From an optimization exercise on the open Yosys and OpenROAD flow, aimed at small area; shortcuts taken in it are not production practice. In this exercise RTL edits were held to simulation tests only and were not proved equivalent to the original. Power and IR drop assume default switching activity.

==> flow/design.v <==
package blinker_pkg;
  function automatic integer len_w(input integer pat_w);
    len_w = $clog2(pat_w) + 1;
  endfunction
endpackage
module blink_channel
#(
  parameter int PAT_W   = 32,
  parameter int PRESC_W = 20
) (
  input  logic               clk_i,
  input  logic               rst_i,
  input  logic               en_i,
  input  logic               cfg_we_i,
  input  logic [PAT_W:0]     cfg_spat_i,
  input  logic               cfg_lnz_i,
  input  logic [PRESC_W-1:0] cfg_presc_i,
  input  logic               cfg_oneshot_i,
  output logic               out_o,
  output logic               done_o,
  output logic               pending_o
);
  localparam logic [PAT_W:0] NX_INV  = {((PAT_W+2)/2){2'b01}} & {(PAT_W+1){1'b1}};
  localparam logic [PAT_W:0] PAT_INV = {((PAT_W+2)/2){2'b10}} & {(PAT_W+1){1'b1}};
  logic               run_q;
  logic               armed_q;
  logic               done_q;
  logic               sh_v_q;
  logic               nx_lnz_q;
  logic               out_q;
  logic [PAT_W:0]     nx_pat_q;
  logic [PRESC_W-1:0] nx_presc_q;
  logic               nx_os_q;
  logic [PAT_W:1]     pat_q;
  logic [PRESC_W-1:0] presc_q;
  logic               os_q;
  logic [PRESC_W-1:0] cnt_q;
  logic [PAT_W:0]     nx_pat;
  logic [PAT_W:1]     pat;
  logic [PAT_W:0]     nx_pat_d;
  logic [PRESC_W-1:0] nx_presc_d;
  logic               nx_os_d;
  logic               nx_lnz_d;
  logic [PRESC_W-1:0] cnt_inc;
  logic               bit_last;
  logic               pat_last;
  logic               wrap;
  logic               load;
  logic               run_d;
  logic [PAT_W:0]     pat_d;
  assign nx_pat     = nx_pat_q ^ NX_INV;
  assign pat        = pat_q ^ PAT_INV[PAT_W:1];
  assign nx_pat_d   = (cfg_spat_i    & {(PAT_W+1){cfg_we_i}}) | (nx_pat     & {(PAT_W+1){~cfg_we_i}});
  assign nx_presc_d = (cfg_presc_i   & {PRESC_W{cfg_we_i}})   | (nx_presc_q & {PRESC_W{~cfg_we_i}});
  assign nx_os_d    = (cfg_oneshot_i & cfg_we_i)              | (nx_os_q    & ~cfg_we_i);
  assign nx_lnz_d   = (cfg_lnz_i     & cfg_we_i)              | (nx_lnz_q   & ~cfg_we_i);
  assign cnt_inc  = cnt_q + PRESC_W'(1);
  assign bit_last = (cnt_inc == presc_q);
  assign pat_last = (pat[PAT_W:2] == '0);
  assign wrap  = run_q & (~en_i | (bit_last & pat_last));
  assign load  = ~run_q | wrap;
  assign run_d = run_q ? (~wrap | (en_i & ~os_q & nx_lnz_d))
                       : (en_i & armed_q & ~cfg_we_i & nx_lnz_d);
  assign pat_d = load ? nx_pat_d : {1'b0, pat};
  always_ff @(posedge clk_i or posedge rst_i) begin
    if (rst_i) begin
      run_q    <= 1'b0;
      armed_q  <= 1'b1;
      out_q    <= 1'b0;
      done_q   <= 1'b0;
      sh_v_q   <= 1'b0;
      nx_lnz_q <= 1'b0;
    end else begin
      run_q    <= run_d;
      out_q    <= run_d & ((load | bit_last) ? pat_d[0] : out_q);
      done_q   <= wrap & en_i & os_q;
      armed_q  <= ~en_i | (armed_q & ~(wrap & os_q));
      sh_v_q   <= run_q & ~wrap & (sh_v_q | cfg_we_i);
      nx_lnz_q <= nx_lnz_d;
    end
  end
  always_ff @(posedge clk_i) begin
    nx_pat_q   <= nx_pat_d ^ NX_INV;
    nx_presc_q <= nx_presc_d;
    nx_os_q    <= nx_os_d;
    if (load | bit_last) begin
      pat_q <= pat_d[PAT_W:1] ^ PAT_INV[PAT_W:1];
    end
    if (load) begin
      presc_q <= nx_presc_d;
      os_q    <= nx_os_d;
    end
    cnt_q <= (~run_q | ~en_i | bit_last) ? '0 : cnt_inc;
  end
  assign out_o     = out_q;
  assign done_o    = done_q;
  assign pending_o = sh_v_q;
endmodule
module multi_pattern_blinker
#(
  parameter  int CHANNELS = 4,
  parameter  int PAT_W    = 32,
  parameter  int PRESC_W  = 20,
  localparam int CH_W     = (CHANNELS > 1) ? $clog2(CHANNELS) : 1,
  localparam int LEN_W    = blinker_pkg::len_w(PAT_W)
) (
  input  logic                i_clk,
  input  logic                i_rst,
  input  logic                i_cfg_valid,
  output logic                o_cfg_ready,
  input  logic [CH_W-1:0]     i_cfg_ch,
  input  logic [PAT_W-1:0]    i_cfg_pattern,
  input  logic [LEN_W-1:0]    i_cfg_len,
  input  logic [PRESC_W-1:0]  i_cfg_prescale,
  input  logic                i_cfg_oneshot,
  input  logic [CHANNELS-1:0] i_en,
  output logic [CHANNELS-1:0] o_out,
  output logic [CHANNELS-1:0] o_done
);
  logic [CHANNELS-1:0] cfg_we;
  logic [CHANNELS-1:0] pending;
  logic [LEN_W-1:0]    cfg_len_cl;
  logic                cfg_lnz;
  logic [PAT_W:0]      cfg_spat;
  logic [PRESC_W-1:0]  cfg_presc;
  always_comb begin
    o_cfg_ready = 1'b1;
    for (int c = 0; c < CHANNELS; c++) begin
      if ((i_cfg_ch == CH_W'(c)) && pending[c]) begin
        o_cfg_ready = 1'b0;
      end
    end
  end
  assign cfg_len_cl = (i_cfg_len > LEN_W'(PAT_W)) ? LEN_W'(PAT_W) : i_cfg_len;
  assign cfg_lnz    = (i_cfg_len != '0);
  always_comb begin
    for (int i = 0; i < PAT_W; i++) begin
      cfg_spat[i] = (LEN_W'(i) < cfg_len_cl) ? i_cfg_pattern[i] : (cfg_len_cl == LEN_W'(i));
    end
    cfg_spat[PAT_W] = (cfg_len_cl == LEN_W'(PAT_W));
  end
  assign cfg_presc  = {i_cfg_prescale[PRESC_W-1:1], i_cfg_prescale[0] | (i_cfg_prescale == '0)};
  for (genvar c = 0; c < CHANNELS; c++) begin : g_ch
    assign cfg_we[c] = i_cfg_valid & o_cfg_ready & (i_cfg_ch == CH_W'(c));
    blink_channel #(
      .PAT_W   (PAT_W),
      .PRESC_W (PRESC_W)
    ) u_ch (
      .clk_i          (i_clk),
      .rst_i          (i_rst),
      .en_i           (i_en[c]),
      .cfg_we_i       (cfg_we[c]),
      .cfg_spat_i     (cfg_spat),
      .cfg_lnz_i      (cfg_lnz),
      .cfg_presc_i    (cfg_presc),
      .cfg_oneshot_i  (i_cfg_oneshot),
      .out_o          (o_out[c]),
      .done_o         (o_done[c]),
      .pending_o      (pending[c])
    );
  end
endmodule
==> flow/flow/run.sh <==
#!/bin/bash
# Own flow: the standard layout (standard.sh) with these changes:
#  - Yosys's abc maps the combinational logic with an area-oriented script
#    (flow/abc_amap.script) instead of ORFS's default one;
#  - ORFS's adder extraction/mapping step is skipped (ADDER_MAP_FILE empty), so abc sees
#    the counters as plain logic;
#  - the port buffers are buf_1 cells.
# Registers, their names and cell types are untouched: dfflibmap and every other synthesis
# step are the standard ones (synth_recipe.tcl is sourced unchanged).
# Logs: flow_make.log (make's output) and ORFS's per-step logs under orfs/logs/.
set -euo pipefail
W=$(pwd)

cat > "$W/flow_synth.tcl" <<EOT
proc abc {args} {
  set i [lsearch -exact \$args -script]
  if { \$i >= 0 } { lset args [expr { \$i + 1 }] $W/flow/abc_amap.script }
  yosys abc {*}\$args
}
source $W/synth_recipe.tcl
EOT

sed "s#SYNTH_SCRIPT=[^ ]*#SYNTH_SCRIPT=$W/flow_synth.tcl#" standard.sh > "$W/flow_standard.sh"
grep -q "SYNTH_SCRIPT=$W/flow_synth.tcl" "$W/flow_standard.sh"

bash "$W/flow_standard.sh" BUFFER_PORTS_ARGS="-buffer_cell sky130_fd_sc_hd__buf_1" ADDER_MAP_FILE= finish \
  > "$W/flow_make.log" 2>&1
==> flow/flow/abc_amap.script <==
strash
dc2
strash
dch -f
amap
strash
dch -f
amap
topo
stime -c
==> flow/standard.sh <==
#!/bin/bash
# synth_recipe.tcl (not shown) runs the flow's synth.tcl, then flattens the netlist and writes it again
# the make line also repeats each setting of config.mk as NAME=value (left out here)
make -C /OpenROAD-flow-scripts/flow DESIGN_CONFIG=/design/flow/config.mk WORK_HOME=/design/flow/orfs CLKGATE_MAP_FILE= SYNTH_SCRIPT=/design/flow/synth_recipe.tcl "${@:-finish}"
==> flow/config.mk <==
export PLATFORM = sky130hd
export DESIGN_NAME = multi_pattern_blinker
export DESIGN_NICKNAME = multi_pattern_blinker
export VERILOG_FILES = /design/flow/design.v
export SDC_FILE = /design/flow/constraint.sdc
export NUM_CORES = 4
export LEC_CHECK = 0
export CAP_MARGIN = 0
export CORE_MARGIN = 2
export CORE_UTILIZATION = 70
export CTS_BUF_LIST = sky130_fd_sc_hd__clkbuf_16
export CTS_CLUSTER_DIAMETER = 120
export CTS_CLUSTER_SIZE = 32
export SLEW_MARGIN = 0
==> flow/constraint.sdc <==
create_clock -name core_clock -period 10.0 [get_ports {i_clk}]
set_input_delay 2.0000 -clock core_clock [delete_from_list [all_inputs] [get_ports {i_clk}]]
set_output_delay 2.0000 -clock core_clock [all_outputs]
set_load 0.01 [all_outputs]
==> impl_summary.log, run 1 <==
INFO  metric drive_gt1_share = 3.57%
INFO  metric clock-sinks = 532
INFO  metric worst-setup-path-type = reg2reg
INFO  metric post_dp_cell_area = 20000 sq um
INFO  metric synth_edf_count = 212
INFO  metric final-setup-viol-count = 0
INFO  metric wl = 42900 um
INFO  metric initial_utilization = 71.2%
INFO  metric fin_util = 76.5%
INFO  metric syn_inst = 1699
INFO  metric dieArea = 28700 sq um
INFO  metric crit_fanout = 33
INFO  metric detailed_place_hpwl = 27700 um
INFO  metric worstSkewPairLatency = 550 ps
INFO  metric post-place-ws = 3490 ps
INFO  metric syn_avg_cell_area = 11.3 sq um
INFO  metric outcome = no timing/DRC/antenna violations
INFO  metric grt_pass1_vias = 13.1k
INFO  metric commonest_cells_in_the_netlist = 296 x sky130_fd_sc_hd__dfxtp_1, 215 x sky130_fd_sc_hd__nor2_1, 212 x sky130_fd_sc_hd__edfxtp_1, 190 x sky130_fd_sc_hd__nand2_1, 154 x sky130_fd_sc_hd__o21ai_0
INFO  metric grt-ovfl-total = 0
INFO  metric clock_tree_from_tritoncts = done
INFO  metric synth.top_cells.by_area = sky130_fd_sc_hd__edfxtp_1 33%, sky130_fd_sc_hd__dfxtp_1 31%, sky130_fd_sc_hd__o22a_1 6.8%, sky130_fd_sc_hd__o22ai_1 4.3%, sky130_fd_sc_hd__nor2_1 4.2%
INFO  metric io_pins = 77
INFO  metric total_switching_power = 1.29 mW
INFO  metric switching_share = 26.9%
INFO  metric synth-async-reset-ratio = 4.51%
INFO  metric floorplan.core_area = 27000 sq um
INFO  metric grt_start_max_net_pins = 68
INFO  metric dieWidth = 170 um
INFO  metric cts_made_buffers = 20
INFO  metric crit_family = compound AO/OA/AOI/OAI gates
INFO  metric grt_setup_unrepaired = no
INFO  metric worstHoldPathType = reg2reg
INFO  metric wire_per_inst = 19.8 um
INFO  metric total_power = 4.81 mW
INFO  metric timing_hold_violations_final = 0
INFO  metric critical_path.max_stage_delay = 810 ps
INFO  metric routed_via_density = 6.32
INFO  metric antenna_cells = 0
INFO  metric netlist.area_leader.share = 33.2%
INFO  metric vdd.ir_drop.worst = 0.196 mV
INFO  metric detail_route.drc_violations = 0
INFO  metric synth-seq-cells = 532
INFO  metric post_cts_buffers = 0
INFO  metric critical_path_required = 10340 ps
INFO  metric sequentialPowerShare = 63.9%
INFO  metric synthFlopType = sky130_fd_sc_hd__dfxtp_1
INFO  metric cell_taking_the_most_area_after_synthesis = sky130_fd_sc_hd__edfxtp_1
INFO  metric final.period_utilization = 67.1%
INFO  metric routabilityCongestion = 0.876
INFO  metric yosysMostFrequentCell = sky130_fd_sc_hd__dfxtp_1
INFO  metric timing.critical_path.buf_inv = 5
INFO  metric p_leak = 7.36 nW
INFO  metric fin_nets = 1877
INFO  metric synthDistinctLibCells = 43
INFO  metric synth.net_count = 1767
INFO  metric ys_seq_area_share = 67.2%
INFO  metric crit_path_end_kind = flip-flop
INFO  metric p_per_area = 233 nW/um^2
INFO  metric floorplan.rows = 60
INFO  metric wire_length_of_the_first_global_routing_pass = 67700 um
INFO  metric ant_nets = 0
INFO  metric internal_power = 3.51 mW
INFO  metric clk_pin_slew = 110 ps
INFO  metric htree_num_levels = 1
INFO  metric routed-via-count = 13.7k
INFO  metric worst_setup_path_start_kind = flip-flop
INFO  metric final.setup.worst_slack = 3290 ps
INFO  metric share_comb_of_total_power = 15.0%
INFO  metric yosysWarnings = 2
INFO  metric maxSlewViolCount = 0
INFO  metric numPortBuffers = 76
INFO  metric timing_worst_slew_pin_value = 1180 ps
INFO  metric post_synthesis_cell_area = 19200 sq um
INFO  metric arrival = 7050 ps
INFO  metric drt_pass1_iterations = 5
INFO  metric clock_tree.buffer_depth = 3
INFO  metric cts_resized = 0
INFO  metric cp_slowest_cell = sky130_fd_sc_hd__clkinv_1
INFO  metric hold_buffers = 0
INFO  metric die_height = 170 um
INFO  metric max_freq = 0.149 GHz
INFO  metric grt_antenna_before_repair = 1
INFO  metric syn_to_final_growth = 7.48%
INFO  metric critical-path-top-cell-by-count = sky130_fd_sc_hd__a211oi_1
INFO  metric fill_cells = 1865
INFO  metric cts_root_buffer_type = sky130_fd_sc_hd__clkbuf_16
INFO  metric global_route.usage.total = 30.2%
INFO  metric layout_min_cycle_time = 6710 ps
INFO  metric max_cap_viol_count = 0
INFO  metric power.share.clock = 21.1%
INFO  metric max_slew_margin = 21.1%
INFO  metric drt_iter0_markers = 1267
INFO  metric finish.instance_area = 20600 sq um
INFO  metric final.setup_skew = 20.9 ps
INFO  metric final.setup.tns = 0 ps
metrics by stage:
stage / hold slack (ps) / instances
final: 472 / 2164
after floorplan: 431 / 1699
after global placement: 445 / 2128
after CTS: 473 / 2164
after global routing: 480 / 2164
after detailed placement: 455 / 2128
layout by cell type, fill, tap and decap left out, drive strengths merged, types with 36 or more instances in the layout:
master and instances:
o22ai 132, o22a 148, dfxtp 296, clkinv 114, a21oi 36, nor2 215
nand2 190, buf 96, o21ai 154, edfxtp 212
sequential cells by signal (all words and copies together) (netlist names):
register	count
g_ch.u_ch.armed_q	4
g_ch.u_ch.cnt_q	80
g_ch.u_ch.done_q	4
g_ch.u_ch.nx_lnz_q	4
g_ch.u_ch.nx_os_q	4
g_ch.u_ch.nx_pat_q	132
g_ch.u_ch.nx_presc_q	80
g_ch.u_ch.os_q	4
g_ch.u_ch.out_q	4
g_ch.u_ch.pat_q	128
g_ch.u_ch.presc_q	80
g_ch.u_ch.run_q	4
g_ch.u_ch.sh_v_q	4
cell families (layout without fill, tap and decap cells):
group	after synthesis	after routing	share of synthesized area [%]
XOR/XNOR	1	1	0.0457
flip-flops	532	532	67.2
AO/OA/AOI/OAI	560	560	19.7
AND/OR/NAND/NOR	478	478	10.3
buffers and inverters	128	252	2.66
layer usage:
| layer | global-route usage (%) | wire length, um | vias up |
|---|---|---|---|
| met3 | 3.80 | 2700 | 80 |
| met4 | 9.55 | 1340 | 2 |
| met5 | 0 | 13 | - |
| met1 | 39.4 | 17700 | 6538 |
| met2 | 53.0 | 21100 | 490 |
| li1 | - | - | 6562 |
path summary, 6_finish.rpt:
| check | startpoint | end | slack [ps] | cells past startpoint |
|---|---|---|---|---|
| min in group asynchronous | i_rst | g_ch[2].u_ch.done_q | 1500 | 2 |
| max in group asynchronous | i_rst | g_ch[3].u_ch.sh_v_q | 8070 | 2 |
| max reg2reg | g_ch[1].u_ch.cnt_q[0] | g_ch[1].u_ch.pat_q[5] | 3290 | 31 |
| min | g_ch[0].u_ch.armed_q | g_ch[0].u_ch.armed_q | 470 | 2 |
| max | g_ch[1].u_ch.cnt_q[0] | g_ch[1].u_ch.pat_q[5] | 3290 | 31 |
| min reg2reg | g_ch[0].u_ch.armed_q | g_ch[0].u_ch.armed_q | 470 | 2 |
power by group through the flow:
stage / Sequential (mW) / Combinational, mW / Clock (mW)
after floorplan: 3.03 / 0.519 / 0
final: 3.07 / 0.720 / 1.02
after detailed placement: 3.11 / 0.714 / 0
after global routing: 3.12 / 0.794 / 1.09
after CTS: 3.07 / 0.713 / 1.03
after global placement: 3.10 / 0.679 / 0
layout make-up:
cell class              count  area, sq um  area share [%]
multi-input cells        1039         5810            28.2
clock inverters            15         68.8           0.334
flip-flops and latches    532        12900            62.6
well taps                 341          427            2.07
clock buffers              21          526            2.55
repair buffers             96          435            2.11
inverters                 120          450            2.18
worst reg2reg max path, delay by kind of cell, from the launching register on:
| family | cells | cell delay [ps] |
|---|---|---|
| AOI/OAI and AO/OA | 19 | 4250 |
| buffers and inverters | 5 | 1100 |
| DFF | 1 | 360 |
| and+or+nand+nor | 7 | 810 |
==> run 2, diff against run 1 <==
--- a/flow/config.mk
+++ b/flow/config.mk
@@ -8,7 +8,7 @@
 export CAP_MARGIN = 0
 export CORE_MARGIN = 2
-export CORE_UTILIZATION = 70
+export CORE_UTILIZATION = 60
 export CTS_BUF_LIST = sky130_fd_sc_hd__clkbuf_16
-export CTS_CLUSTER_DIAMETER = 120
+export CTS_CLUSTER_DIAMETER = 60
 export CTS_CLUSTER_SIZE = 32
 export SLEW_MARGIN = 0
==> impl_summary.log, run 2 <==
INFO  metric synth_top_family_by_area = compound AO/OA/AOI/OAI gates
INFO  metric synth-async-reset-ratio = 4.51%
INFO  metric crit_fanout = 54
INFO  metric final-setup-viol-count = 0
INFO  metric max_slew_margin = 17.2%
INFO  metric synthAdderAreaFrac = 0%
INFO  metric synth_xor_area_share = 0.0457%
INFO  metric cts_made_buffers = 35
INFO  metric global_route.usage.total = 27.3%
INFO  metric min_delay_worst_endpoint = g_ch[0].u_ch.armed_q
INFO  metric detail_route.drc_violations = 0
INFO  metric cts_root_buffer_type = sky130_fd_sc_hd__clkbuf_16
INFO  metric yosys-mux-area-fraction = 0%
INFO  metric critical-path-top-cell-by-count = sky130_fd_sc_hd__nand2_1
INFO  metric crit_path_end_kind = flip-flop
INFO  metric synth-compound-area-share = 19.7%
INFO  metric clock_tree_from_tritoncts = done
INFO  metric crit_start = g_ch[3].u_ch.cnt_q[0]
INFO  metric netlist.area_leader.share = 33.2%
INFO  metric total_power = 5.36 mW
INFO  metric die_height = 183 um
INFO  metric drt_pass1_iterations = 5
INFO  metric p_leak = 7.61 nW
INFO  metric cell_taking_the_most_area_after_synthesis = sky130_fd_sc_hd__edfxtp_1
INFO  metric seqCellArea = 12900 sq um
INFO  metric multi_input_comb_area = 5810 sq um
INFO  metric synthFlopType = sky130_fd_sc_hd__dfxtp_1
INFO  metric max_cap_viol_count = 0
INFO  metric synth-seq-cells = 532
INFO  metric arrival = 6740 ps
INFO  metric io_pins = 77
INFO  metric syn_inst = 1699
INFO  metric worst-setup-path-type = reg2reg
INFO  metric final_cell_count_no_fill = 2251
INFO  metric grt_setup_unrepaired = no
INFO  metric synth.top_cells.by_area = sky130_fd_sc_hd__edfxtp_1 33%, sky130_fd_sc_hd__dfxtp_1 31%, sky130_fd_sc_hd__o22a_1 6.8%, sky130_fd_sc_hd__o22ai_1 4.3%, sky130_fd_sc_hd__nor2_1 4.2%
INFO  metric outcome = no timing/DRC/antenna violations
INFO  metric worstHoldPathType = reg2reg
INFO  metric dpl.cell_count = 2188
INFO  metric syn_avg_cell_area = 11.3 sq um
INFO  metric post_synthesis_cell_area = 19200 sq um
INFO  metric max_ffs_per_register = 132
INFO  metric final_common_cell = sky130_fd_sc_hd__dfxtp_1
INFO  metric routabilityCongestion = 0.895
INFO  metric wire_length_of_the_first_global_routing_pass = 70600 um
INFO  metric synth_edf_count = 212
INFO  metric timing_worst_slew_pin_value = 1240 ps
INFO  metric vdd.ir_drop.worst = 0.150 mV
INFO  metric floorplan.rows = 65
INFO  metric grt_start_max_net_pins = 56
INFO  metric dieWidth = 183 um
INFO  metric leading_registers_by_flop_count = g_ch.u_ch.nx_pat_q (132), g_ch.u_ch.pat_q (128)
INFO  metric cts_resized = 0
INFO  metric critical_path.reg2reg.startpoint = g_ch[3].u_ch.cnt_q[0]
INFO  metric detailed_place_hpwl = 28700 um
INFO  metric routed-via-count = 13.6k
INFO  metric numPortBuffers = 76
INFO  metric r2r-end = g_ch[3].u_ch.out_q
INFO  metric layout_min_cycle_time = 6340 ps
INFO  metric yosysMostFrequentCell = sky130_fd_sc_hd__dfxtp_1
INFO  metric drive_gt1_share = 5.46%
INFO  metric grt_antenna_before_repair = 0
INFO  metric final.setup.worst_slack = 3660 ps
INFO  metric commonest_cells_in_the_netlist = 296 x sky130_fd_sc_hd__dfxtp_1, 215 x sky130_fd_sc_hd__nor2_1, 212 x sky130_fd_sc_hd__edfxtp_1, 190 x sky130_fd_sc_hd__nand2_1, 154 x sky130_fd_sc_hd__o21ai_0
INFO  metric largest_register = g_ch.u_ch.nx_pat_q
INFO  metric final.setup.tns = 0 ps
INFO  metric layout_common_cells = 296 x sky130_fd_sc_hd__dfxtp_1, 213 x sky130_fd_sc_hd__nor2_1, 212 x sky130_fd_sc_hd__edfxtp_1
INFO  metric htree_num_levels = 2
INFO  metric fill_cells = 2484
INFO  metric dieArea = 33400 sq um
INFO  metric wire_per_inst = 20.0 um
INFO  metric final.period_utilization = 63.4%
INFO  metric synth.net_count = 1767
INFO  metric critical_path_required = 10410 ps
INFO  metric synthDistinctLibCells = 43
INFO  metric clock_tree.buffer_depth = 3
INFO  metric ant_nets = 0
INFO  metric initial_utilization = 60.8%
INFO  metric worstSkewPairLatency = 530 ps
INFO  metric syn_to_final_growth = 11.2%
INFO  metric floorplan.core_area = 31600 sq um
INFO  metric post-place-ws = 3620 ps
INFO  metric wl = 45000 um
INFO  metric critical_path.max_stage_delay = 890 ps
INFO  metric clk_pin_slew = 90 ps
INFO  metric maxSlewViolCount = 0
INFO  metric drt_iter0_markers = 953
INFO  metric worstHoldPathCells = 2
INFO  metric clock-sinks = 532
INFO  metric final.setup_skew = 20.3 ps
INFO  metric max_freq = 0.158 GHz
INFO  metric fin_nets = 1891
INFO  metric antenna_cells = 0
INFO  metric hold_start = g_ch[0].u_ch.armed_q
INFO  metric yosysWarnings = 2
INFO  metric r2r_cells = 35
INFO  metric p_per_area = 251 nW/um^2
INFO  metric timing_hold_violations_final = 0
INFO  metric hold_buffers = 0
INFO  metric grt-ovfl-total = 0
INFO  metric fin_hold_ws = 464 ps
INFO  metric ys_seq_area_share = 67.2%
INFO  metric worst_setup_path_start_kind = flip-flop
INFO  metric post_cts_buffers = 0
INFO  metric worst-r2r-setup-slack = 3660 ps
INFO  metric routed_via_density = 6.02
INFO  metric grt_pass1_vias = 13.1k
INFO  metric cp_slowest_cell = sky130_fd_sc_hd__inv_2
INFO  metric simple_gate_portion_of_the_synthesized_area = 10.3%
-- run 2: worst max-delay path by stage --
| stage | end | slack (ps) | depth (start not counted) |
|---|---|---|---|
| 6_report | g_ch[3].u_ch.out_q | 3660 | 35 |
| 5_1_grt | g_ch[0].u_ch.out_q | 2770 | 35 |
| 4_1_cts | g_ch[3].u_ch.out_q | 3570 | 35 |
| 3_5_place_dp | g_ch[2].u_ch.pat_q[7] | 3620 | 32 |
| 3_3_place_gp | g_ch[0].u_ch.out_q | 3680 | 35 |
| 2_1_floorplan | g_ch[0].u_ch.out_q | 1450 | 11 |
-- run 2: through the flow --
step                      util (%)  area, sq um
after floorplan                  -        19200
after global placement        63.7        20100
after detailed placement      63.7        20100
after CTS                     67.6        21300
after global routing          67.6        21300
final                         67.6        21300
-- run 2: layout make-up --
type / count / share of cell area, %
clock buffers: 37 / 4.34
clock inverters: 26 / 1.47
inverters: 120 / 2.11
multi-input cells: 1039 / 27.2
flip-flops and latches: 532 / 60.5
well taps: 402 / 2.36
repair buffers: 95 / 2.01
-- run 2: metal layers --
| metal | GRT usage, % | wire (um) | part of all wire [%] | vias to the layer above |
|---|---|---|---|---|
| li1 | - | - | - | 6600 |
| met1 | 35.9 | 19300 | 43 | 6545 |
| met2 | 48.0 | 22300 | 50 | 334 |
| met3 | 3.26 | 2170 | 4.8 | 72 |
| met4 | 8.22 | 1220 | 2.7 | 0 |
| met5 | 0 | 0 | 0 | - |
-- run 2: critical path: cells and delay by family, from the launching register on --
kind	cells	cell delay [ps]
AOI/OAI and AO/OA	19	3540
buffers and inverters	6	1430
DFF	1	350
and+or+nand+nor	10	870
-- run 2: kinds of logic after synthesis --
| group | Yosys count |
|---|---|
| AO/OA/AOI/OAI | 560 |
| XOR/XNOR | 1 |
| buffers and inverters | 128 |
| flip-flops | 532 |
| AND/OR/NAND/NOR | 478 |
-- run 2: where the power goes --
part           switching (mW)  total [mW]  internal, mW
clock                   0.761        1.57         0.806
sequential              0.223        3.07          2.84
combinational           0.449       0.725         0.276
total                    1.43        5.36          3.93
==> run 3, diff against run 2 <==
--- a/flow/config.mk
+++ b/flow/config.mk
@@ -10,5 +10,6 @@
 export CORE_UTILIZATION = 60
 export CTS_BUF_LIST = sky130_fd_sc_hd__clkbuf_16
-export CTS_CLUSTER_DIAMETER = 60
-export CTS_CLUSTER_SIZE = 32
+export CTS_CLUSTER_DIAMETER = 150
+export CTS_CLUSTER_SIZE = 30
+export PLACE_DENSITY = 0.85
 export SLEW_MARGIN = 0
==> impl_summary.log, run 3 <==
INFO  metric ant_nets = 0
INFO  metric clock_tree_from_tritoncts = done
INFO  metric worst_setup_path_start_kind = flip-flop
INFO  metric layout_min_cycle_time = 6470 ps
INFO  metric grt_setup_unrepaired = no
INFO  metric htree_num_levels = 1
INFO  metric worst-setup-path-type = reg2reg
INFO  metric grt_start_max_net_pins = 67
INFO  metric fin_nets = 1875
INFO  metric critical_path.reg2reg.startpoint = g_ch[0].u_ch.cnt_q[0]
INFO  metric layout.failed_checks = max-capacitance violations
INFO  metric wl = 43700 um
INFO  metric largest_register = g_ch.u_ch.nx_pat_q
INFO  metric r2r_cells = 36
INFO  metric ys_seq_area_share = 67.2%
INFO  metric worstHoldPathType = reg2reg
INFO  metric layout_common_cells = 296 x sky130_fd_sc_hd__dfxtp_1, 213 x sky130_fd_sc_hd__nor2_1, 212 x sky130_fd_sc_hd__edfxtp_1
INFO  metric yosysMostFrequentCell = sky130_fd_sc_hd__dfxtp_1
INFO  metric wire_length_of_the_first_global_routing_pass = 69000 um
INFO  metric cell_taking_the_most_area_after_synthesis = sky130_fd_sc_hd__edfxtp_1
INFO  metric final.period_utilization = 64.7%
INFO  metric dieWidth = 183 um
INFO  metric synth.top_cells.by_area = sky130_fd_sc_hd__edfxtp_1 33%, sky130_fd_sc_hd__dfxtp_1 31%, sky130_fd_sc_hd__o22a_1 6.8%, sky130_fd_sc_hd__o22ai_1 4.3%, sky130_fd_sc_hd__nor2_1 4.2%
INFO  metric synthFlopType = sky130_fd_sc_hd__dfxtp_1
INFO  metric finish.instance_area = 20700 sq um
INFO  metric commonest_cells_in_the_netlist = 296 x sky130_fd_sc_hd__dfxtp_1, 215 x sky130_fd_sc_hd__nor2_1, 212 x sky130_fd_sc_hd__edfxtp_1, 190 x sky130_fd_sc_hd__nand2_1, 154 x sky130_fd_sc_hd__o21ai_0
INFO  metric syn_inst = 1699
INFO  metric synth_edf_count = 212
INFO  metric netlist.area_leader.share = 33.2%
INFO  metric floorplan.rows = 65
INFO  metric max_freq = 0.154 GHz
INFO  metric total_power = 4.82 mW
INFO  metric clock_tree.buffer_depth = 3
INFO  metric detailed_place_hpwl = 28900 um
INFO  metric final.setup.tns = 0 ps
INFO  metric timing_hold_violations_final = 0
INFO  metric cts_resized = 0
INFO  metric crit_start = g_ch[0].u_ch.cnt_q[0]
INFO  metric worstSkewPairLatency = 570 ps
INFO  metric worst-r2r-setup-slack = 3530 ps
INFO  metric timing.critical_path.buf_inv = 9
INFO  metric max_cap_viol_count = 1
INFO  metric leading_registers_by_flop_count = g_ch.u_ch.nx_pat_q (132), g_ch.u_ch.pat_q (128)
INFO  metric critical_path_required = 10430 ps
INFO  metric synth.net_count = 1767
INFO  metric critical_path.max_stage_delay = 560 ps
INFO  metric crit_fanout = 34
INFO  metric final-setup-viol-count = 0
INFO  metric wire_per_inst = 19.6 um
INFO  metric synth-seq-cells = 532
INFO  metric arrival = 6900 ps
INFO  metric p_per_area = 233 nW/um^2
INFO  metric crit_path_end_kind = flip-flop
INFO  metric initial_utilization = 60.8%
INFO  metric cts_root_buffer_type = sky130_fd_sc_hd__clkbuf_16
INFO  metric vdd.ir_drop.worst = 0.141 mV
INFO  metric max_slew_margin = 0.989%
INFO  metric grt_pass1_vias = 13.6k
INFO  metric routed_via_density = 6.18
INFO  metric post-place-ws = 3640 ps
INFO  metric detail_route.drc_violations = 0
INFO  metric drt_iter0_markers = 1314
INFO  metric clk_pin_slew = 110 ps
INFO  metric drive_gt1_share = 3.46%
INFO  metric cts_made_buffers = 21
INFO  metric outcome = complete, but fails checks
INFO  metric grt_antenna_before_repair = 2
INFO  metric p_leak = 7.35 nW
INFO  metric r2r-end = g_ch[0].u_ch.out_q
INFO  metric cp_slowest_cell = sky130_fd_sc_hd__inv_2
INFO  metric numPortBuffers = 76
INFO  metric synth-async-reset-ratio = 4.51%
INFO  metric cp_num_cells = 36
INFO  metric timing_worst_slew_pin_value = 1480 ps
INFO  metric floorplan.core_area = 31600 sq um
INFO  metric clock-sinks = 532
INFO  metric final.setup.worst_slack = 3530 ps
INFO  metric yosysWarnings = 2
INFO  metric max_ffs_per_register = 132
INFO  metric post_dp_cell_area = 20100 sq um
INFO  metric post_cts_buffers = 0
INFO  metric drt_pass1_iterations = 6
INFO  metric dieArea = 33400 sq um
INFO  metric syn_to_final_growth = 7.80%
INFO  metric post_synthesis_cell_area = 19200 sq um
INFO  metric timing.critical_path.to = g_ch[0].u_ch.out_q
INFO  metric routabilityCongestion = 0.879
INFO  metric grt-ovfl-total = 0
INFO  metric synthDistinctLibCells = 43
INFO  metric fin_hold_ws = 467 ps
INFO  metric global_route.usage.total = 26.1%
INFO  metric critical-path-top-cell-by-count = sky130_fd_sc_hd__a211oi_1
INFO  metric final_common_cell = sky130_fd_sc_hd__dfxtp_1
INFO  metric io_pins = 77
INFO  metric die_height = 183 um
INFO  metric syn_avg_cell_area = 11.3 sq um
INFO  metric routed-via-count = 13.7k
INFO  metric maxSlewViolCount = 0
INFO  metric crit_family = compound AO/OA/AOI/OAI gates
INFO  metric hold_buffers = 0
INFO  metric final.setup_skew = 36.5 ps
==> run 3: cell count changes in the layout (fill, tap and decap cells not counted) <==
cell | before | now
sky130_fd_sc_hd__clkinvlp_4 | 5 | 0
sky130_fd_sc_hd__diode_2 | 0 | 1
sky130_fd_sc_hd__inv_16 | 1 | 0
sky130_fd_sc_hd__clkinv_4 | 2 | 0
sky130_fd_sc_hd__clkinv_8 | 3 | 0
sky130_fd_sc_hd__clkinv_2 | 3 | 0
sky130_fd_sc_hd__clkinv_1 | 116 | 113
sky130_fd_sc_hd__inv_8 | 2 | 0
sky130_fd_sc_hd__bufinv_16 | 4 | 0
sky130_fd_sc_hd__inv_1 | 1 | 15
sky130_fd_sc_hd__clkbuf_16 | 37 | 21
sky130_fd_sc_hd__buf_4 | 19 | 17
==> run 3: how the worst min path moves through the flow <==
stage	from	end	slack [ps]	cells after the start
floorplan	g_ch[0].u_ch.cnt_q[0]	g_ch[0].u_ch.cnt_q[0]	430	1
finish	g_ch[0].u_ch.armed_q	g_ch[0].u_ch.armed_q	470	2
CTS	g_ch[0].u_ch.armed_q	g_ch[0].u_ch.armed_q	470	2
global route	g_ch[0].u_ch.armed_q	g_ch[0].u_ch.armed_q	480	2
detailed placement	g_ch[0].u_ch.armed_q	g_ch[0].u_ch.armed_q	450	2
global placement	g_ch[3].u_ch.cnt_q[0]	g_ch[3].u_ch.cnt_q[0]	440	1
==> run 3: routing by layer <==
layer / share of wire (%) / track usage (%)
met4: 3.7 / 8.86
met2: 49 / 46.4
met3: 6.8 / 3.55
met1: 40 / 33.1
met5: 0 / 0
==> run 3: tightest hold or removal path, stage by stage (launching register included) <==
cell	delay (ps)
sky130_fd_sc_hd__dfstp_2	390
sky130_fd_sc_hd__clkinv_1	30
sky130_fd_sc_hd__a21oi_1	50
==> run 3: cell type report <==
cell class,count,area (sq um)
sequential,532,12900
fill,2419,10900
multi-input combinational,1039,5810
clock buffer,21,526
tap,402,503
inverter,120,450
timing repair buffer,93,413
clock inverter,17,73.8
antenna,1,2.50
==> run 3: logic make-up (layout without fill, tap and decap cells) <==
| logic type | after synthesis | in the layout | synth area share [%] |
|---|---|---|---|
| flip-flops | 532 | 532 | 67.2 |
| XOR/XNOR | 1 | 1 | 0.0457 |
| buffers and inverters | 128 | 251 | 2.66 |
| AO/OA/AOI/OAI | 560 | 560 | 19.7 |
| AND/OR/NAND/NOR | 478 | 478 | 10.3 |
| other | 0 | 1 | 0 |
==> run 3: where the power goes <==
part           switching (mW)  internal, mW  total (mW)
Combinational           0.449         0.276       0.725
Sequential              0.232          2.84        3.08
Clock                   0.627         0.393        1.02
Total                    1.31          3.51        4.82
==> run 3: metrics by stage <==
| step | instances | util, % |
|---|---|---|
| floorplan | 1699 | - |
| global placement | 2186 | 63.6 |
| detailed placement | 2186 | 63.6 |
| CTS | 2224 | 65.5 |
| global route | 2225 | 65.5 |
| finish | 2225 | 65.5 |
==> run 4, diff against run 3 <==
--- a/flow/config.mk
+++ b/flow/config.mk
@@ -12,4 +12,3 @@
 export CTS_CLUSTER_DIAMETER = 150
 export CTS_CLUSTER_SIZE = 30
-export PLACE_DENSITY = 0.85
 export SLEW_MARGIN = 0
==> impl_summary.log, run 4 <==
INFO  metric worst_setup_path_start_kind = flip-flop
INFO  metric detail_route.drc_violations = 0
INFO  metric final_cell_count_no_fill = 2225
INFO  metric clk_pin_slew = 110 ps
INFO  metric dpl.cell_count = 2188
INFO  metric htree_num_levels = 1
INFO  metric post_cts_buffers = 0
INFO  metric final.setup.tns = 0 ps
INFO  metric cp_slowest_cell = sky130_fd_sc_hd__buf_4
INFO  metric crit_start = g_ch[2].u_ch.cnt_q[0]
INFO  metric wire_per_inst = 19.9 um
INFO  metric netlist.area_leader.share = 33.2%
INFO  metric floorplan.rows = 65
INFO  metric routabilityCongestion = 0.895
INFO  metric die_height = 183 um
INFO  metric p_leak = 7.36 nW
INFO  metric drt_pass1_iterations = 6
INFO  metric critical_path_required = 10290 ps
INFO  metric layout_common_cells = 296 x sky130_fd_sc_hd__dfxtp_1, 213 x sky130_fd_sc_hd__nor2_1, 212 x sky130_fd_sc_hd__edfxtp_1
INFO  metric drive_gt1_share = 3.51%
INFO  metric worstHoldPathType = reg2reg
INFO  metric ys_seq_area_share = 67.2%
INFO  metric final.setup_skew = 15.9 ps
INFO  metric synthFlopType = sky130_fd_sc_hd__dfxtp_1
INFO  metric crit_fanout = 34
INFO  metric clock_tree.buffer_depth = 3
INFO  metric dieWidth = 183 um
INFO  metric post-place-ws = 3620 ps
INFO  metric p_per_area = 232 nW/um^2
INFO  metric numPortBuffers = 76
INFO  metric final_common_cell = sky130_fd_sc_hd__dfxtp_1
INFO  metric cell_taking_the_most_area_after_synthesis = sky130_fd_sc_hd__edfxtp_1
INFO  metric outcome = no timing/DRC/antenna violations
INFO  metric synth.net_count = 1767
INFO  metric clock-sinks = 532
INFO  metric timing_worst_slew_pin_value = 1220 ps
INFO  metric worstSkewPairLatency = 550 ps
INFO  metric critical_path.max_stage_delay = 510 ps
INFO  metric largest_register = g_ch.u_ch.nx_pat_q
INFO  metric r2r_cells = 32
INFO  metric synthDistinctLibCells = 43
INFO  metric routed_via_density = 6.03
INFO  metric post_dp_cell_area = 20100 sq um
INFO  metric grt_setup_unrepaired = no
INFO  metric syn_avg_cell_area = 11.3 sq um
INFO  metric grt-ovfl-total = 0
INFO  metric synth.top_cells.by_area = sky130_fd_sc_hd__edfxtp_1 33%, sky130_fd_sc_hd__dfxtp_1 31%, sky130_fd_sc_hd__o22a_1 6.8%, sky130_fd_sc_hd__o22ai_1 4.3%, sky130_fd_sc_hd__nor2_1 4.2%
INFO  metric hold_buffers = 0
INFO  metric leading_registers_by_flop_count = g_ch.u_ch.nx_pat_q (132), g_ch.u_ch.pat_q (128)
INFO  metric synth-async-reset-ratio = 4.51%
INFO  metric fin_util = 65.5%
INFO  metric worstHoldPathCells = 2
INFO  metric cts_root_buffer_type = sky130_fd_sc_hd__clkbuf_16
INFO  metric max_slew_margin = 18.6%
INFO  metric cts_made_buffers = 21
INFO  metric wire_length_of_the_first_global_routing_pass = 69400 um
INFO  metric fin_nets = 1877
INFO  metric dieArea = 33400 sq um
INFO  metric synth_edf_count = 212
INFO  metric final.period_utilization = 63.6%
INFO  metric maxSlewViolCount = 0
INFO  metric arrival = 6640 ps
INFO  metric initial_utilization = 60.8%
INFO  metric vdd.ir_drop.worst = 0.144 mV
INFO  metric grt_pass1_vias = 12.8k
INFO  metric cts_resized = 0
INFO  metric ant_nets = 0
INFO  metric routed-via-count = 13.4k
INFO  metric io_pins = 77
INFO  metric final-setup-viol-count = 0
INFO  metric antenna_cells = 0
INFO  metric detailed_place_hpwl = 28700 um
INFO  metric grt_antenna_before_repair = 0
INFO  metric yosysWarnings = 2
INFO  metric finish.instance_area = 20700 sq um
INFO  metric layout_min_cycle_time = 6360 ps
INFO  metric grt_start_max_net_pins = 56
INFO  metric wl = 44400 um
INFO  metric critical_path.reg2reg.startpoint = g_ch[2].u_ch.cnt_q[0]
INFO  metric commonest_cells_in_the_netlist = 296 x sky130_fd_sc_hd__dfxtp_1, 215 x sky130_fd_sc_hd__nor2_1, 212 x sky130_fd_sc_hd__edfxtp_1, 190 x sky130_fd_sc_hd__nand2_1, 154 x sky130_fd_sc_hd__o21ai_0
INFO  metric timing_hold_violations_final = 0
INFO  metric global_route.usage.total = 26.8%
INFO  metric max_ffs_per_register = 132
INFO  metric syn_inst = 1699
INFO  metric syn_to_final_growth = 7.81%
INFO  metric final.setup.worst_slack = 3640 ps
INFO  metric floorplan.core_area = 31600 sq um
INFO  metric hold_start = g_ch[0].u_ch.armed_q
INFO  metric max_freq = 0.157 GHz
INFO  metric synth-seq-cells = 532
INFO  metric post_synthesis_cell_area = 19200 sq um
INFO  metric drt_iter0_markers = 966
INFO  metric max_cap_viol_count = 0
INFO  metric crit_path_end_kind = flip-flop
INFO  metric worst-setup-path-type = reg2reg
INFO  metric yosysMostFrequentCell = sky130_fd_sc_hd__dfxtp_1
INFO  metric clock_tree_from_tritoncts = done
run 4: worst paths after layout:
check,endpoint,slack [ps]
max,g_ch[2].u_ch.pat_q[7],3640
min,g_ch[0].u_ch.armed_q,460
max reg2reg,g_ch[2].u_ch.pat_q[7],3640
min reg2reg,g_ch[0].u_ch.armed_q,460
max in group asynchronous,g_ch[1].u_ch.out_q,8110
min in group asynchronous,g_ch[1].u_ch.sh_v_q,1480
run 4: through the flow:
stage / power [mW] / hold WS (ps)
4_1_cts: 4.83 / 465
3_3_place_gp: 3.79 / 444
5_1_grt: 5.03 / 473
6_report: 4.81 / 465
2_1_floorplan: 3.55 / 431
3_5_place_dp: 3.83 / 449
run 4: metal layers:
metal	track usage (%)	up-vias	routed length, um
met5	0	-	0
met4	8.10	0	1420
met3	2.56	70	2410
met2	46.7	339	21600
met1	36.0	6468	18900
li1	-	6549	-
run 4: critical path: cells and delay by family (launching register included):
family | cells | cell delay [ps]
DFF | 1 | 360
buffers and inverters | 7 | 1560
AOI/OAI and AO/OA | 19 | 3340
and+or+nand+nor | 6 | 780
run 4: cell families after synthesis:
logic type,count (synthesis),share of synthesized area [%]
AOI/OAI and AO/OA,560,19.7
xor gates and xnor gates,1,0.0457
buffers and inverters,128,2.66
DFF,532,67.2
and+or+nand+nor,478,10.3
run 4: layout make-up:
type,instances,area [sq um]
Fill cell,2565,10900
Sequential cell,532,12900
Clock inverter,16,65.1
Clock buffer,21,526
Inverter,120,450
Multi-Input combinational cell,1039,5810
Tap cell,402,503
Timing Repair Buffer,95,428
run 4: power breakdown:
group	switching, mW	internal [mW]	total [mW]
clock	0.628	0.391	1.02
combinational	0.447	0.276	0.722
sequential	0.221	2.84	3.06
total	1.30	3.51	4.81
==> run 5, diff against run 4 <==
--- a/flow/flow/run.sh
+++ b/flow/flow/run.sh
@@ -24,4 +24,4 @@
 grep -q "SYNTH_SCRIPT=$W/flow_synth.tcl" "$W/flow_standard.sh"
 
-bash "$W/flow_standard.sh" BUFFER_PORTS_ARGS="-buffer_cell sky130_fd_sc_hd__buf_1" ADDER_MAP_FILE= finish \
+bash "$W/flow_standard.sh" BUFFER_PORTS_ARGS="-buffer_cell sky130_fd_sc_hd__buf_2" ADDER_MAP_FILE= finish \
   > "$W/flow_make.log" 2>&1
==> impl_summary.log, run 5 <==
INFO  metric leading_registers_by_flop_count = g_ch.u_ch.nx_pat_q (132), g_ch.u_ch.pat_q (128)
INFO  metric worst-r2r-setup-slack = 3630 ps
INFO  metric max_ffs_per_register = 132
INFO  metric finish.instance_area = 20800 sq um
INFO  metric post-place-ws = 3570 ps
INFO  metric p_per_area = 232 nW/um^2
INFO  metric wire_per_inst = 20.0 um
INFO  metric floorplan.core_area = 31600 sq um
INFO  metric clock_tree.buffer_depth = 3
INFO  metric synth_edf_count = 212
INFO  metric synthDistinctLibCells = 43
INFO  metric numPortBuffers = 76
INFO  metric layout_min_cycle_time = 6370 ps
INFO  metric grt_pass1_vias = 12.8k
INFO  metric max_freq = 0.157 GHz
INFO  metric cp_slowest_cell = sky130_fd_sc_hd__inv_2
INFO  metric critical-path-top-cell-by-count = sky130_fd_sc_hd__a211oi_1
INFO  metric final_cell_count_no_fill = 2225
INFO  metric post_dp_cell_area = 20200 sq um
INFO  metric final.setup_skew = 22.9 ps
INFO  metric max_slew_margin = 16.7%
INFO  metric synth.net_count = 1767
INFO  metric dpl.cell_count = 2189
INFO  metric post_synthesis_cell_area = 19200 sq um
INFO  metric crit_path_end_kind = flip-flop
INFO  metric cts_root_buffer_type = sky130_fd_sc_hd__clkbuf_16
INFO  metric global_route.usage.total = 26.9%
INFO  metric critical_path_required = 10410 ps
INFO  metric clock-sinks = 532
INFO  metric timing.critical_path.buf_inv = 8
INFO  metric worstSkewPairLatency = 550 ps
INFO  metric final_common_cell = sky130_fd_sc_hd__dfxtp_1
INFO  metric wire_length_of_the_first_global_routing_pass = 69600 um
INFO  metric io_pins = 77
INFO  metric clk_pin_slew = 110 ps
INFO  metric cts_resized = 0
INFO  metric final.period_utilization = 63.7%
INFO  metric fin_util = 65.8%
INFO  metric synth.top_cells.by_area = sky130_fd_sc_hd__edfxtp_1 33%, sky130_fd_sc_hd__dfxtp_1 31%, sky130_fd_sc_hd__o22a_1 6.8%, sky130_fd_sc_hd__o22ai_1 4.3%, sky130_fd_sc_hd__nor2_1 4.2%
INFO  metric final.setup.tns = 0 ps
INFO  metric fin_nets = 1878
INFO  metric vdd.ir_drop.worst = 0.145 mV
INFO  metric worst_setup_path_start_kind = flip-flop
INFO  metric ant_nets = 0
INFO  metric hold_buffers = 0
INFO  metric total_power = 4.81 mW
INFO  metric yosysMostFrequentCell = sky130_fd_sc_hd__dfxtp_1
INFO  metric drt_iter0_markers = 896
INFO  metric htree_num_levels = 1
INFO  metric timing_hold_violations_final = 0
INFO  metric routabilityCongestion = 0.888
INFO  metric timing_worst_slew_pin_value = 1250 ps
INFO  metric outcome = no timing/DRC/antenna violations
INFO  metric post_cts_buffers = 0
INFO  metric grt-ovfl-total = 0
INFO  metric fin_hold_ws = 464 ps
INFO  metric critical_path.max_stage_delay = 830 ps
INFO  metric commonest_cells_in_the_netlist = 296 x sky130_fd_sc_hd__dfxtp_1, 215 x sky130_fd_sc_hd__nor2_1, 212 x sky130_fd_sc_hd__edfxtp_1, 190 x sky130_fd_sc_hd__nand2_1, 154 x sky130_fd_sc_hd__o21ai_0
INFO  metric synth-seq-cells = 532
INFO  metric grt_start_max_net_pins = 65
INFO  metric dieWidth = 183 um
INFO  metric largest_register = g_ch.u_ch.nx_pat_q
INFO  metric grt_antenna_before_repair = 0
INFO  metric arrival = 6780 ps
INFO  metric netlist.area_leader.share = 33.2%
INFO  metric cts_made_buffers = 21
INFO  metric routed_via_density = 6.05
INFO  metric synthFlopType = sky130_fd_sc_hd__dfxtp_1
INFO  metric maxSlewViolCount = 0
INFO  metric p_leak = 7.57 nW
INFO  metric max_cap_viol_count = 0
INFO  metric synth-async-reset-ratio = 4.51%
INFO  metric wl = 44500 um
INFO  metric final-setup-viol-count = 0
INFO  metric worstHoldPathType = reg2reg
INFO  metric worst-setup-path-type = reg2reg
INFO  metric initial_utilization = 60.8%
INFO  metric clock_tree_from_tritoncts = done
INFO  metric yosysWarnings = 2
INFO  metric detailed_place_hpwl = 28700 um
INFO  metric syn_to_final_growth = 8.33%
INFO  metric grt_setup_unrepaired = no
INFO  metric drive_gt1_share = 7.73%
INFO  metric floorplan.rows = 65
INFO  metric antenna_cells = 0
INFO  metric ys_seq_area_share = 67.2%
INFO  metric crit_family = compound AO/OA/AOI/OAI gates
INFO  metric drt_pass1_iterations = 6
INFO  metric crit_fanout = 55
INFO  metric syn_avg_cell_area = 11.3 sq um
INFO  metric syn_inst = 1699
INFO  metric layout_common_cells = 296 x sky130_fd_sc_hd__dfxtp_1, 213 x sky130_fd_sc_hd__nor2_1, 212 x sky130_fd_sc_hd__edfxtp_1
INFO  metric dieArea = 33400 sq um
INFO  metric die_height = 183 um
INFO  metric routed-via-count = 13.5k
INFO  metric final.setup.worst_slack = 3630 ps
INFO  metric detail_route.drc_violations = 0
INFO  metric cell_taking_the_most_area_after_synthesis = sky130_fd_sc_hd__edfxtp_1
[run 5: changes by cell type in the layout (fill, tap and decap cells not counted)]
cell | before | now
sky130_fd_sc_hd__buf_1 | 76 | 0
sky130_fd_sc_hd__buf_2 | 0 | 76
sky130_fd_sc_hd__buf_4 | 19 | 20
sky130_fd_sc_hd__inv_1 | 15 | 14
[run 5: tightest hold or removal path: stages (launching register included)]
cell and delay, ps:
sky130_fd_sc_hd__dfstp_2 390, sky130_fd_sc_hd__clkinv_1 30, sky130_fd_sc_hd__a21oi_1 50
[run 5: path summary, 6_finish.rpt]
kind | startpoint | endpoint | cells after the start
min reg2reg | g_ch[0].u_ch.armed_q | g_ch[0].u_ch.armed_q | 2
max | g_ch[0].u_ch.cnt_q[0] | g_ch[0].u_ch.out_q | 35
min in group asynchronous | i_rst | g_ch[0].u_ch.done_q | 2
min | g_ch[0].u_ch.armed_q | g_ch[0].u_ch.armed_q | 2
max in group asynchronous | i_rst | g_ch[1].u_ch.out_q | 2
max reg2reg | g_ch[0].u_ch.cnt_q[0] | g_ch[0].u_ch.out_q | 35
[run 5: cell families (layout without fill, tap and decap cells)]
kind of cell | after synthesis | count (layout) | share of synthesized area, %
xor gates and xnor gates | 1 | 1 | 0.0457
AOI/OAI and AO/OA | 560 | 560 | 19.7
DFF | 532 | 532 | 67.2
and+or+nand+nor | 478 | 478 | 10.3
buffers and inverters | 128 | 252 | 2.66
[run 5: cell type report]
type                            count  area (sq um)
Sequential cell                   532         12900
Fill cell                        2494         10800
Multi-Input combinational cell   1039          5810
Timing Repair Buffer               96           531
Clock buffer                       21           526
Tap cell                          402           503
Inverter                          120           450
Clock inverter                     15          61.3
[run 5: metal layers]
| layer | up-vias | global-route usage [%] | wire length (um) |
|---|---|---|---|
| met5 | - | 0 | 0 |
| met4 | 0 | 6.82 | 1130 |
| met3 | 63 | 2.56 | 2090 |
| met2 | 357 | 47.3 | 21900 |
| met1 | 6486 | 36.1 | 19400 |
| li1 | 6556 | - | - |
[run 5: power breakdown]
group | internal [mW] | switching, mW | total, mW
registers | 2.84 | 0.223 | 3.07
logic | 0.281 | 0.448 | 0.729
clock network | 0.391 | 0.624 | 1.01

==> port drivers added, routing unchanged <==
The flow's constraints put no driver on any port. The routed layouts listed below were extracted and timed again, unchanged, in two steps. Step 1, drivers: a clkbuf_16 drives i_clk and a buf_2 each remaining input, both assumed. Step 2 times the ports against the registers' clock, not the clock port: input delays grow and output delays shrink by t, the midpoint of the rising clock arrivals with the driver on. a / b / c = ideal ports / drivers / drivers and shift; a / b = the first two.
run | t (ns) | setup WS [ns] | worst setup path at the end
run 1 | 0.591 | 3.285 / 3.285 / 3.285 | register to register
run 2 | 0.577 | 3.663 / 3.663 / 3.663 | register to register
run 3 | 0.603 | 3.527 / 3.527 / 3.527 | register to register
run 4 | 0.601 | 3.641 / 3.641 / 3.641 | register to register
run 5 | 0.596 | 3.630 / 3.630 / 3.630 | register to register
